Background: an optimization exercise with open tools, aiming at small area. Do not read the settings as production practice.
Function was checked by simulation only, so behaviour that the tests miss may differ from the original. The clock port is modelled as an ideal driver; clocking choices that lean on that would not hold on a real chip.

==> job 7439 <==
==> flow/design.v <==
module risc_trace_top (
  input  logic        clk,
  input  logic        rst,
  input  logic        start,
  input  logic [31:0] pc_i,
  input  logic [31:0] instr_i,
  input  logic [31:0] wdata_i,
  input  logic        rd_en,
  output logic        core_rst,
  output logic        running,
  output logic        done,
  output logic        halt_det,
  output logic        timeout,
  output logic        overflow,
  output logic [31:0] cycle_cnt,
  output logic [4:0]  count,
  output logic        rd_valid,
  output logic [31:0] rd_pc,
  output logic [31:0] rd_instr,
  output logic [31:0] rd_wdata
);
  risc_trace_ctrl #(
    .DATA_W     (32),
    .ADDR_W     (32),
    .DEPTH      (16),
    .RST_CYCLES (2),
    .MAX_CYCLES (1000),
    .STALL_LIMIT(4)
  ) u_ctrl (
    .clk      (clk),
    .rst      (rst),
    .start    (start),
    .pc_i     (pc_i),
    .instr_i  (instr_i),
    .wdata_i  (wdata_i),
    .rd_en    (rd_en),
    .core_rst (core_rst),
    .running  (running),
    .done     (done),
    .halt_det (halt_det),
    .timeout  (timeout),
    .overflow (overflow),
    .cycle_cnt(cycle_cnt),
    .count    (count),
    .rd_valid (rd_valid),
    .rd_pc    (rd_pc),
    .rd_instr (rd_instr),
    .rd_wdata (rd_wdata)
  );
endmodule

module risc_trace_ctrl #(
  parameter int DATA_W      = 32,
  parameter int ADDR_W      = 32,
  parameter int DEPTH       = 16,
  parameter int RST_CYCLES  = 1,
  parameter int MAX_CYCLES  = 10,
  parameter int STALL_LIMIT = 4
) (
  input  logic                     clk,
  input  logic                     rst,
  input  logic                     start,
  input  logic [ADDR_W-1:0]        pc_i,
  input  logic [DATA_W-1:0]        instr_i,
  input  logic [DATA_W-1:0]        wdata_i,
  input  logic                     rd_en,
  output logic                     core_rst,
  output logic                     running,
  output logic                     done,
  output logic                     halt_det,
  output logic                     timeout,
  output logic                     overflow,
  output logic [31:0]              cycle_cnt,
  output logic [$clog2(DEPTH):0]   count,
  output logic                     rd_valid,
  output logic [ADDR_W-1:0]        rd_pc,
  output logic [DATA_W-1:0]        rd_instr,
  output logic [DATA_W-1:0]        rd_wdata
);
  localparam int PTR_W = $clog2(DEPTH);
  localparam int CNT_W = PTR_W + 1;
  localparam int ENT_W = ADDR_W + 2 * DATA_W;
  localparam int CYC_W = $clog2(MAX_CYCLES + 1);
  localparam int STL_W = (STALL_LIMIT > 2) ? $clog2(STALL_LIMIT) : 1;
  localparam int RST_W = (RST_CYCLES > 2) ? $clog2(RST_CYCLES) : 1;
  logic              in_reset;
  logic [RST_W-1:0]  rst_cnt;
  logic [CYC_W-1:0]  cyc;
  logic [STL_W-1:0]  stall_cnt;
  logic [DEPTH-1:0]  rd_sel;
  logic [DEPTH-1:0][ENT_W-1:0] ring;
  logic [ENT_W-1:0]  newest;
  logic              full;
  logic              go;
  logic              pop_ok;
  logic              same_pc;
  logic              hit_halt;
  logic              hit_budget;
  logic              adv;
  assign full       = count[PTR_W];
  assign go         = start && !in_reset && !running;
  assign pop_ok     = done && rd_en && (count != '0) && !start;
  assign same_pc    = (count != '0) && (pc_i == newest[ENT_W-1 -: ADDR_W]);
  assign hit_halt   = same_pc && (stall_cnt == STL_W'(STALL_LIMIT - 1));
  assign hit_budget = (cyc == CYC_W'(MAX_CYCLES - 1));
  assign adv        = running ? !full : (done && !pop_ok);
  assign newest    = ring[0];
  assign core_rst  = !running;
  assign cycle_cnt = 32'(cyc);
  always_ff @(posedge clk) begin
    ring[0] <= running ? {pc_i, instr_i, wdata_i} : ring[DEPTH-1];
    for (int i = 1; i < DEPTH; i++) ring[i] <= ring[i-1];
  end
  always_ff @(posedge clk) begin
    if (go)       rd_sel <= DEPTH'(1);
    else if (adv) rd_sel <= {rd_sel[DEPTH-2:0], rd_sel[DEPTH-1]};
  end
  logic [ENT_W-1:0] rd_ent;
  always_comb begin
    rd_ent = '0;
    for (int i = 0; i < DEPTH; i++)
      rd_ent = rd_ent | (ring[i] & {ENT_W{rd_sel[i]}});
  end
  assign {rd_pc, rd_instr, rd_wdata} = rd_ent;
  always_ff @(posedge clk or negedge rst) begin
    if (!rst) begin
      in_reset  <= 1'b0;
      rst_cnt   <= '0;
      running   <= 1'b0;
      done      <= 1'b0;
      count     <= '0;
      stall_cnt <= '0;
      cyc       <= '0;
      halt_det  <= 1'b0;
      timeout   <= 1'b0;
      overflow  <= 1'b0;
      rd_valid  <= 1'b0;
    end else begin
      rd_valid <= pop_ok;
      if (go) begin
        in_reset  <= 1'b1;
        done      <= 1'b0;
        rst_cnt   <= '0;
        count     <= '0;
        stall_cnt <= '0;
        cyc       <= '0;
        halt_det  <= 1'b0;
        timeout   <= 1'b0;
        overflow  <= 1'b0;
      end else if (pop_ok) begin
        count <= count - 1'b1;
      end
      if (in_reset) begin
        if (rst_cnt == RST_W'(RST_CYCLES - 1)) begin
          in_reset <= 1'b0;
          running  <= 1'b1;
        end else begin
          rst_cnt <= rst_cnt + 1'b1;
        end
      end
      if (running) begin
        cyc       <= cyc + 1'b1;
        stall_cnt <= same_pc ? stall_cnt + 1'b1 : '0;
        if (full) overflow <= 1'b1;
        else      count    <= count + 1'b1;
        if (hit_halt)   halt_det <= 1'b1;
        if (hit_budget) timeout  <= 1'b1;
        if (hit_halt || hit_budget) begin
          running <= 1'b0;
          done    <= 1'b1;
        end
      end
    end
  end
endmodule
==> flow/flow/run.sh <==
#!/bin/bash
set -euo pipefail
bash standard.sh \
  "BUFFER_PORTS_ARGS=-buffer_cell sky130_fd_sc_hd__buf_1" \
  "CTS_ARGS=-sink_clustering_enable -repair_clock_nets -dont_use_dummy_load -sink_clustering_size 35 -sink_clustering_max_diameter 80" \
  finish > make_finish.log 2>&1
==> flow/standard.sh <==
#!/bin/bash
# synth_recipe.tcl (not shown) runs the flow's synth.tcl, then flattens the netlist and writes it again
# the make line also repeats each setting of config.mk as NAME=value (left out here)
make -C /OpenROAD-flow-scripts/flow DESIGN_CONFIG=/design/flow/config.mk WORK_HOME=/design/flow/orfs CLKGATE_MAP_FILE= SYNTH_SCRIPT=/design/flow/synth_recipe.tcl "${@:-finish}"
==> flow/config.mk <==
export PLATFORM = sky130hd
export DESIGN_NAME = risc_trace_top
export DESIGN_NICKNAME = risc_trace_top
export VERILOG_FILES = /design/flow/design.v
export SDC_FILE = /design/flow/constraint.sdc
export NUM_CORES = 4
export LEC_CHECK = 0
export CAP_MARGIN = 20
export CORE_MARGIN = 2
export CORE_UTILIZATION = 65
export SLEW_MARGIN = 20
==> flow/constraint.sdc <==
create_clock -name core_clock -period 5.0 [get_ports {clk}]
set_input_delay 1.0000 -clock core_clock [delete_from_list [all_inputs] [get_ports {clk}]]
set_output_delay 1.0000 -clock core_clock [all_outputs]
set_load 0.01 [all_outputs]
==> job 8630 (differences from job 7439) <==
--- a/flow/design.v
+++ b/flow/design.v
@@ -84,5 +84,4 @@
   localparam int STL_W = (STALL_LIMIT > 2) ? $clog2(STALL_LIMIT) : 1;
-  localparam int RST_W = (RST_CYCLES > 2) ? $clog2(RST_CYCLES) : 1;
   logic              in_reset;
-  logic [RST_W-1:0]  rst_cnt;
+  logic              rst_last;
   logic [CYC_W-1:0]  cyc;
@@ -109,2 +108,4 @@
   assign cycle_cnt = 32'(cyc);
+  assign timeout   = (cyc == CYC_W'(MAX_CYCLES));
+  assign overflow  = (cyc > CYC_W'(DEPTH));
   always_ff @(posedge clk) begin
@@ -113,13 +114,18 @@
   end
-  always_ff @(posedge clk) begin
-    if (go)       rd_sel <= DEPTH'(1);
-    else if (adv) rd_sel <= {rd_sel[DEPTH-2:0], rd_sel[DEPTH-1]};
+  always_ff @(posedge clk or negedge rst) begin
+    if (!rst)          rd_sel <= '0;
+    else if (go)       rd_sel <= DEPTH'(1);
+    else if (adv)      rd_sel <= {rd_sel[DEPTH-2:0], rd_sel[DEPTH-1]};
   end
   logic [ENT_W-1:0] rd_ent;
-  always_comb begin
-    rd_ent = '0;
-    for (int i = 0; i < DEPTH; i++)
-      rd_ent = rd_ent | (ring[i] & {ENT_W{rd_sel[i]}});
+  risc_trace_rdmux #(.N(DEPTH), .W(ENT_W)) u_rdmux (
+    .d  (ring),
+    .sel(rd_sel),
+    .y  (rd_ent)
+  );
+  assign {rd_pc, rd_instr, rd_wdata} = rd_ent;
+  always_ff @(posedge clk) begin
+    stall_cnt <= same_pc ? stall_cnt + 1'b1 : '0;
+    rst_last <= in_reset;
   end
-  assign {rd_pc, rd_instr, rd_wdata} = rd_ent;
   always_ff @(posedge clk or negedge rst) begin
@@ -127,3 +133,2 @@
       in_reset  <= 1'b0;
-      rst_cnt   <= '0;
       running   <= 1'b0;
@@ -131,7 +136,4 @@
       count     <= '0;
-      stall_cnt <= '0;
       cyc       <= '0;
       halt_det  <= 1'b0;
-      timeout   <= 1'b0;
-      overflow  <= 1'b0;
       rd_valid  <= 1'b0;
@@ -142,9 +144,5 @@
         done      <= 1'b0;
-        rst_cnt   <= '0;
         count     <= '0;
-        stall_cnt <= '0;
         cyc       <= '0;
         halt_det  <= 1'b0;
-        timeout   <= 1'b0;
-        overflow  <= 1'b0;
       end else if (pop_ok) begin
@@ -152,17 +150,10 @@
       end
-      if (in_reset) begin
-        if (rst_cnt == RST_W'(RST_CYCLES - 1)) begin
-          in_reset <= 1'b0;
-          running  <= 1'b1;
-        end else begin
-          rst_cnt <= rst_cnt + 1'b1;
-        end
+      if (in_reset && rst_last) begin
+        in_reset <= 1'b0;
+        running  <= 1'b1;
       end
       if (running) begin
-        cyc       <= cyc + 1'b1;
-        stall_cnt <= same_pc ? stall_cnt + 1'b1 : '0;
-        if (full) overflow <= 1'b1;
-        else      count    <= count + 1'b1;
-        if (hit_halt)   halt_det <= 1'b1;
-        if (hit_budget) timeout  <= 1'b1;
+        cyc <= cyc + 1'b1;
+        if (!full) count <= count + 1'b1;
+        if (hit_halt) halt_det <= 1'b1;
         if (hit_halt || hit_budget) begin
@@ -175 +166,15 @@
 endmodule
+module risc_trace_rdmux #(
+  parameter int N = 16,
+  parameter int W = 96
+) (
+  input  logic [N-1:0][W-1:0] d,
+  input  logic [N-1:0]        sel,
+  output logic [W-1:0]        y
+);
+  always_comb begin
+    y = '0;
+    for (int i = 0; i < N; i++)
+      y = y | (d[i] & {W{sel[i]}});
+  end
+endmodule
==> flow/flow/run.sh (replaced) <==
#!/bin/bash
# The standard layout (standard.sh) with these changes:
#  - the read multiplexer module risc_trace_rdmux is laid out from the
#    cell-level netlist flow/rdmux_cells.v, put in its place in design.v
#    before synthesis (it has no registers; synthesis is otherwise the
#    standard one);
#  - ABC maps the other combinational logic with two area-oriented &nf
#    passes (flow/abc_area_map.script) in place of ORFS's speed script;
#    registers are untouched, as dfflibmap maps them before ABC runs;
#  - input and output ports are buffered with the smallest buffer;
#  - CTS clusters up to 30 sinks per leaf buffer and adds no dummy loads.
set -euo pipefail
here=$(pwd)
python3 "$here/flow/swap_module.py" "$here/design.v" risc_trace_rdmux \
  "$here/flow/rdmux_cells.v" "$here/design_cells.v" > swap_module.log 2>&1
rm -rf "$here/scripts_mod"
cp -r "$FLOW_HOME/scripts" "$here/scripts_mod"
cp "$here/flow/abc_area_map.script" "$here/scripts_mod/abc_speed.script"
bash standard.sh \
  "VERILOG_FILES=$here/design_cells.v" \
  "SCRIPTS_DIR=$here/scripts_mod" \
  "BUFFER_PORTS_ARGS=-buffer_cell sky130_fd_sc_hd__buf_1" \
  "CTS_ARGS=-sink_clustering_enable -repair_clock_nets -dont_use_dummy_load -sink_clustering_size 30 -sink_clustering_max_diameter 80" \
  finish > make_finish.log 2>&1
==> flow/flow/abc_area_map.script (new file) <==
&get -n
&st
&dch
&nf -p -R 1000
&st
&dch
&nf -p -R 1000
&put
topo
stime -c
==> flow/flow/rdmux_cells.v (new file) <==
// Cell-level version of risc_trace_rdmux (the one-hot AND-OR read
// multiplexer in rtl/risc_trace_ctrl.sv) for N = 16, W = 96. The flow puts
// it in place of the RTL module before synthesis. Per output bit:
//   five a222oi cover sel/d pairs 0..14, a nand2 covers pair 15, and
//   y = nand4(and3(l0, l1, l2), l3, l4, l5), the OR of all sixteen pairs.
module risc_trace_rdmux #(
  parameter int N = 16,
  parameter int W = 96
) (
  input  logic [N-1:0][W-1:0] d,
  input  logic [N-1:0]        sel,
  output logic [W-1:0]        y
);

  for (genvar b = 0; b < W; b++) begin : g
    wire l0, l1, l2, l3, l4, l5, a;
    sky130_fd_sc_hd__a222oi_1 u0 (.A1(d[0][b]),  .A2(sel[0]),  .B1(d[1][b]),  .B2(sel[1]),  .C1(d[2][b]),  .C2(sel[2]),  .Y(l0));
    sky130_fd_sc_hd__a222oi_1 u1 (.A1(d[3][b]),  .A2(sel[3]),  .B1(d[4][b]),  .B2(sel[4]),  .C1(d[5][b]),  .C2(sel[5]),  .Y(l1));
    sky130_fd_sc_hd__a222oi_1 u2 (.A1(d[6][b]),  .A2(sel[6]),  .B1(d[7][b]),  .B2(sel[7]),  .C1(d[8][b]),  .C2(sel[8]),  .Y(l2));
    sky130_fd_sc_hd__a222oi_1 u3 (.A1(d[9][b]),  .A2(sel[9]),  .B1(d[10][b]), .B2(sel[10]), .C1(d[11][b]), .C2(sel[11]), .Y(l3));
    sky130_fd_sc_hd__a222oi_1 u4 (.A1(d[12][b]), .A2(sel[12]), .B1(d[13][b]), .B2(sel[13]), .C1(d[14][b]), .C2(sel[14]), .Y(l4));
    sky130_fd_sc_hd__nand2_1  u5 (.A(d[15][b]), .B(sel[15]), .Y(l5));
    sky130_fd_sc_hd__and3_1   u6 (.A(l0), .B(l1), .C(l2), .X(a));
    sky130_fd_sc_hd__nand4_1  u7 (.A(a), .B(l3), .C(l4), .D(l5), .Y(y[b]));
  end

endmodule
==> flow/flow/swap_module.py (new file) <==
"""Replace one module of a Verilog file with the module in another file.
usage: swap_module.py design.v module_name replacement.v out.v"""
import re, sys
src, name, repl, out = sys.argv[1:5]
text = open(src).read()
pat = re.compile(r'^[ \t]*module\s+' + re.escape(name) + r'\b.*?^[ \t]*endmodule\b[^\n]*\n?',
                 re.S | re.M)
found = pat.findall(text)
if len(found) != 1:
    sys.exit(f"expected one module {name} in {src}, found {len(found)}")
new = pat.sub(lambda m: open(repl).read(), text)
open(out, 'w').write(new)
CORE_UTILIZATION = 75   (was 65)
==> notes <==
Job 7439 produced a clean layout. Job 8630 produced a clean layout. Between job 8630 and job 7439, the lower synthesized area is in job 8630 (gap about 4%, measured against job 7439). Between job 7439 and job 8630, the lower wire length is in job 8630 (gap 5.5%, measured against job 8630). Between job 8630 and job 7439, the lower maximum frequency is in job 8630 (gap about 8%, measured against job 7439). In job 7439 the via count is larger than in job 8630, by about 0.3%. Worst hold slack: job 8630 is worse than job 7439 (6.2 ps). Of job 7439 and job 8630, job 8630 has the higher sequential share of layout area (gap 1.9 points). Against job 8630, the flip-flop and latch count of job 7439 is higher by 2.

afterwards: timing with drivers on the ports:
Ports are ideal in the flow. The routed layouts listed here were re-timed in OpenROAD. Step 1 (the two cells are an assumption about what drives the block):
set clk [get_ports {clk}]
set_driving_cell -lib_cell sky130_fd_sc_hd__clkbuf_16 $clk
set_driving_cell -lib_cell sky130_fd_sc_hd__buf_2 [delete_from_list [all_inputs] $clk]
Step 2 times the ports against the registers' clock, not the clock port: input delays grow and output delays shrink by t, the midpoint of the rising clock arrivals with the driver on. Three values: ideal ports, drivers, drivers and shift; two values: the first two.
| run | shift t [ns] | slack for setup (ns) | worst hold slack (ns) | worst register clock-pin slew, ns |
|---|---|---|---|---|
| job 7439 | 0.703 | 1.099 / 1.033 / 1.736 | 0.315 / 0.280 / 0.326 | 0.12 / 0.12 |
| job 8630 | 0.705 | 0.778 / 0.717 / 1.422 | 0.309 / 0.309 / 0.309 | 0.11 / 0.11 |
After both steps setup and hold are still met in every run listed.
